Background: an optimization exercise with open tools, aiming at small area. Do not read the settings as production practice. Where RTL was checked, it was by simulation tests only, not by an equivalence proof against the original. No activity file was given, so power comes from the tool's default toggle rates.

==> module valu_top, before the edit <==
module valu_top (
  input  logic                   clk,
  input  logic                   reset,
  input  logic                   in_valid,
  input  valu_op_pkg::vop_e      in_op,
  input  logic                   in_frac,
  input  logic                   in_half,
  input  logic [(4 * 16)-1:0] in_a,
  input  logic [(4 * 16)-1:0] in_b,
  output logic                   result_valid,
  output logic [(4 * 16)-1:0] result
);
  logic            is_mul, add_b, neg_b, use_acc, save;
  logic [4*18-1:0] q_next, q1;
  logic [63:0]     r_next, r2, r3;
  logic [63:0]     acc;
  logic            acc_set;
  logic            v1, v2, v3;
  logic            frac1, half1, acc1, save1;
  valu_decode valu_decode_i (.in_op, .is_mul, .add_b, .neg_b, .use_acc, .save);
  for (genvar l = 0; l < 4; l++) begin : g_lane
    valu_add valu_add_i (
      .a(in_a[16*l +: 16]), .b(in_b[16*l +: 16]), .half(in_half), .frac(in_frac),
      .is_mul, .add_b, .neg_b, .q(q_next[18*l +: 18])
    );
    valu_round valu_round_i (
      .q(q1[18*l +: 18]), .acc(acc[16*l +: 16]), .use_acc(acc1 && acc_set), .half(half1),
      .frac(frac1),
      .r(r_next[16*l +: 16])
    );
  end
  always_ff @(posedge clk or posedge reset) begin
    if (reset) begin
      v1           <= 1'b0;
      v2           <= 1'b0;
      v3           <= 1'b0;
      result_valid <= 1'b0;
      acc_set      <= 1'b0;
    end else begin
      v1           <= in_valid;
      v2           <= v1;
      v3           <= v2;
      result_valid <= v3;
      if (v1 && save1) acc_set <= 1'b1;
    end
  end
  always_ff @(posedge clk) begin
    if (v1 && save1) acc <= r_next;
  end
  always_ff @(posedge clk) begin
    q1     <= q_next;
    frac1  <= in_frac;
    half1  <= in_half;
    acc1   <= use_acc;
    save1  <= save;
    r2     <= r_next;
    r3     <= r2;
    result <= r3;
  end
endmodule
==> flow/config.mk <==
export PLATFORM = sky130hd
export DESIGN_NAME = valu_top
export DESIGN_NICKNAME = valu_top
export VERILOG_FILES = /design/flow/design.v
export SDC_FILE = /design/flow/constraint.sdc
export NUM_CORES = 4
export LEC_CHECK = 0
export ABC_AREA = 1
export CAP_MARGIN = 20
export CORE_MARGIN = 2
export CORE_UTILIZATION = 40
export SLEW_MARGIN = 20
export SYNTH_HIERARCHICAL = 1
==> flow/constraint.sdc <==
create_clock -name core_clock -period 7.0 [get_ports {clk}]
set_input_delay 1.4000 -clock core_clock [delete_from_list [all_inputs] [get_ports {clk}]]
set_output_delay 1.4000 -clock core_clock [all_outputs]
set_load 0.01 [all_outputs]
standard.sh (not shown) runs the stock make flow with config.mk's settings and CLKGATE_MAP_FILE= SYNTH_SCRIPT=/design/flow/synth_recipe.tcl, a recipe that flattens the netlist after the stock synthesis.
==> flow/flow/run.sh <==
#!/bin/bash
# The standard layout with the standard synthesis unchanged, with two changes:
#  - the port buffers are plain buf_1 cells (buffer_ports otherwise picks a delay-buffer cell)
#  - clock tree synthesis adds no dummy loads at the clock tree leaves
# The make output (every tool's log is also kept under orfs/logs) goes to standard.log.
set -euo pipefail
bash standard.sh \
  BUFFER_PORTS_ARGS="-buffer_cell sky130_fd_sc_hd__buf_1" \
  CTS_ARGS="-sink_clustering_enable -repair_clock_nets -dont_use_dummy_load -sink_clustering_size 16 -sink_clustering_max_diameter 60 -buf_list sky130_fd_sc_hd__clkbuf_8" \
  finish > standard.log 2>&1
Then changed:
--- a/flow/design.v
+++ b/flow/design.v
@@ -859,54 +859,65 @@
   input  logic                   in_half,
   input  logic [(4 * 16)-1:0] in_a,
   input  logic [(4 * 16)-1:0] in_b,
   output logic                   result_valid,
   output logic [(4 * 16)-1:0] result
 );
+  logic [63:0]     a0, b0;
+  logic            frac0, half0;
   logic            is_mul, add_b, neg_b, use_acc, save;
+  logic            mul0, add_b0, neg_b0, use_acc0, save0;
   logic [4*18-1:0] q_next, q1;
-  logic [63:0]     r_next, r2, r3;
+  logic [63:0]     r_next, r2;
   logic [63:0]     acc;
   logic            acc_set;
-  logic            v1, v2, v3;
+  logic            v0, v1, v2;
   logic            frac1, half1, acc1, save1;
   valu_decode valu_decode_i (.in_op, .is_mul, .add_b, .neg_b, .use_acc, .save);
   for (genvar l = 0; l < 4; l++) begin : g_lane
     valu_add valu_add_i (
-      .a(in_a[16*l +: 16]), .b(in_b[16*l +: 16]), .half(in_half), .frac(in_frac),
-      .is_mul, .add_b, .neg_b, .q(q_next[18*l +: 18])
+      .a(a0[16*l +: 16]), .b(b0[16*l +: 16]), .half(half0), .frac(frac0),
+      .is_mul(mul0), .add_b(add_b0), .neg_b(neg_b0), .q(q_next[18*l +: 18])
     );
     valu_round valu_round_i (
       .q(q1[18*l +: 18]), .acc(acc[16*l +: 16]), .use_acc(acc1 && acc_set), .half(half1),
       .frac(frac1),
       .r(r_next[16*l +: 16])
     );
   end
   always_ff @(posedge clk or posedge reset) begin
     if (reset) begin
+      v0           <= 1'b0;
       v1           <= 1'b0;
       v2           <= 1'b0;
-      v3           <= 1'b0;
       result_valid <= 1'b0;
       acc_set      <= 1'b0;
     end else begin
-      v1           <= in_valid;
+      v0           <= in_valid;
+      v1           <= v0;
       v2           <= v1;
-      v3           <= v2;
-      result_valid <= v3;
+      result_valid <= v2;
       if (v1 && save1) acc_set <= 1'b1;
     end
   end
   always_ff @(posedge clk) begin
     if (v1 && save1) acc <= r_next;
   end
   always_ff @(posedge clk) begin
+    a0     <= in_a;
+    b0     <= in_b;
+    mul0     <= is_mul;
+    add_b0   <= add_b;
+    neg_b0   <= neg_b;
+    use_acc0 <= use_acc;
+    save0    <= save;
+    frac0  <= in_frac;
+    half0  <= in_half;
     q1     <= q_next;
-    frac1  <= in_frac;
-    half1  <= in_half;
-    acc1   <= use_acc;
-    save1  <= save;
+    frac1  <= frac0;
+    half1  <= half0;
+    acc1   <= use_acc0;
+    save1  <= save0;
     r2     <= r_next;
-    r3     <= r2;
-    result <= r3;
+    result <= r2;
   end
 endmodule
What happened: First-iteration DRC count goes down by 3.4%; design area goes down by 8.2%; hold slack got worse by 0.013 ns; final cell count goes down by 7.5%; die area goes up by 3.5%; utilization goes down by 5.5 points; total power goes down by 12%.
Only the layout flow was run in the first run of this note; the RTL was not checked for function there.


valu_top, a different RTL version from the one above (not shown whole).
For scale: roughly 4700 cells after synthesis, roughly 410 flip-flops, roughly 200 I/O pins, ~0.042 mm² of cells after synthesis.
==> module valu_top, before the edit <==
module valu_top (
  input  logic                   clk,
  input  logic                   reset,
  input  logic                   in_valid,
  input  valu_op_pkg::vop_e      in_op,
  input  logic                   in_frac,
  input  logic                   in_half,
  input  logic [(4 * 16)-1:0] in_a,
  input  logic [(4 * 16)-1:0] in_b,
  output logic                   result_valid,
  output logic [(4 * 16)-1:0] result
);
  logic [63:0]     a0, b0;
  logic            frac0, half0;
  logic            is_mul, add_b, neg_b, use_acc, save;
  logic            mul0, add_b0, neg_b0, use_acc0, save0;
  logic [4*18-1:0] q_next, q1;
  logic [63:0]     r_next, r2;
  logic [63:0]     acc;
  logic            acc_set;
  logic            v0, v1, v2;
  logic            frac1, half1, acc1, save1;
  valu_decode valu_decode_i (.in_op, .is_mul, .add_b, .neg_b, .use_acc, .save);
  for (genvar l = 0; l < 4; l++) begin : g_lane
    valu_add valu_add_i (
      .a(a0[16*l +: 16]), .b(b0[16*l +: 16]), .half(half0), .frac(frac0),
      .is_mul(mul0), .add_b(add_b0), .neg_b(neg_b0), .q(q_next[18*l +: 18])
    );
    valu_round valu_round_i (
      .q(q1[18*l +: 18]), .acc(acc[16*l +: 16]), .use_acc(acc1 && acc_set), .half(half1),
      .frac(frac1),
      .r(r_next[16*l +: 16])
    );
  end
  always_ff @(posedge clk or posedge reset) begin
    if (reset) begin
      v0           <= 1'b0;
      v1           <= 1'b0;
      v2           <= 1'b0;
      result_valid <= 1'b0;
      acc_set      <= 1'b0;
    end else begin
      v0           <= in_valid;
      v1           <= v0;
      v2           <= v1;
      result_valid <= v2;
      if (v1 && save1) acc_set <= 1'b1;
    end
  end
  always_ff @(posedge clk) begin
    if (v1 && save1) acc <= r_next;
  end
  always_ff @(posedge clk) begin
    a0     <= in_a;
    b0     <= in_b;
    mul0     <= is_mul;
    add_b0   <= add_b;
    neg_b0   <= neg_b;
    use_acc0 <= use_acc;
    save0    <= save;
    frac0  <= in_frac;
    half0  <= in_half;
    q1     <= q_next;
    frac1  <= frac0;
    half1  <= half0;
    acc1   <= use_acc0;
    save1  <= save0;
    r2     <= r_next;
    result <= r2;
  end
endmodule
export LEC_CHECK = 0
export ABC_AREA = 1
export CAP_MARGIN = 20
export CORE_MARGIN = 2
export CORE_UTILIZATION = 40
export SLEW_MARGIN = 20
export SYNTH_HIERARCHICAL = 1
create_clock -name core_clock -period 7.0 [get_ports {clk}]
==> flow/flow/run.sh <==
#!/bin/bash
# The standard layout with the standard synthesis unchanged, with two changes:
#  - the port buffers are plain buf_1 cells (buffer_ports otherwise picks a delay-buffer cell)
#  - clock tree synthesis adds no dummy loads at the clock tree leaves
# The make output (every tool's log is also kept under orfs/logs) goes to standard.log.
set -euo pipefail
bash standard.sh \
  BUFFER_PORTS_ARGS="-buffer_cell sky130_fd_sc_hd__buf_1" \
  CTS_ARGS="-sink_clustering_enable -repair_clock_nets -dont_use_dummy_load -sink_clustering_size 24 -sink_clustering_max_diameter 80" \
  finish > standard.log 2>&1
Next try:
--- a/flow/design.v
+++ b/flow/design.v
@@ -870,5 +870,4 @@
   logic [63:0]     r_next, r2;
   logic [63:0]     acc;
-  logic            acc_set;
   logic            v0, v1, v2;
   logic            frac1, half1, acc1, save1;
@@ -880,6 +879,5 @@
     );
     valu_round valu_round_i (
-      .q(q1[18*l +: 18]), .acc(acc[16*l +: 16]), .use_acc(acc1 && acc_set), .half(half1),
-      .frac(frac1),
+      .q(q1[18*l +: 18]), .acc(acc[16*l +: 16]), .use_acc(acc1), .half(half1), .frac(frac1),
       .r(r_next[16*l +: 16])
     );
@@ -891,5 +889,5 @@
       v2           <= 1'b0;
       result_valid <= 1'b0;
-      acc_set      <= 1'b0;
+      acc          <= '0;
     end else begin
       v0           <= in_valid;
@@ -897,11 +895,8 @@
       v2           <= v1;
       result_valid <= v2;
-      if (v1 && save1) acc_set <= 1'b1;
+      if (v1 && save1) acc <= r_next;
     end
   end
   always_ff @(posedge clk) begin
-    if (v1 && save1) acc <= r_next;
-  end
-  always_ff @(posedge clk) begin
     a0     <= in_a;
     b0     <= in_b;
Effect: Utilization is lower by 0.12 points. Global-route usage increases by 0.24 points. Maximum frequency came out higher by 0.48%. Count of clock-buffer cells in the layout climbs by 1. Sequential share of layout area shrinks by 1.0 points.

## what the ideal ports hide
In the flow no input, the clock included, has a driving cell. The finished layouts below were timed again as built, in two steps. Step 1 sets driving cells, clkbuf_16 on the clock port and buf_2 on the other inputs (assumed; they add their load-dependent delay and slew). Step 2 adds t to the input delays and takes it off the output delays; t is the mean of the earliest and latest rising clock arrival at the registers after step 1. Input paths then give back, and output paths get back, about the clock's delay inside the block. Three values: no drivers, after step 1, after step 2; two values: the first two.
run	t, ns	setup slack, ns	worst setup path at the end	slew at the worst register clock pin (ns)	cell pins on the clock port's net
the first run of note 1	0.633	0.155 / 0.184 / -0.449	input to register	0.10 / 0.10	1
the second run of note 1	0.763	0.293 / 0.293 / 0.293	register to register	0.10 / 0.10	1
the first run of note 2	0.654	0.439 / 0.439 / 0.439	register to register	0.10 / 0.10	1
the second run of note 2	0.666	0.471 / 0.471 / 0.471	register to register	0.09 / 0.09	1
Met with ideal ports but missed after step 2: setup timing in the first run of note 1. For the first run of note 1, which loses most, drivers alone change the setup slack by +0.029 ns; drivers and shift together by -0.604 ns.
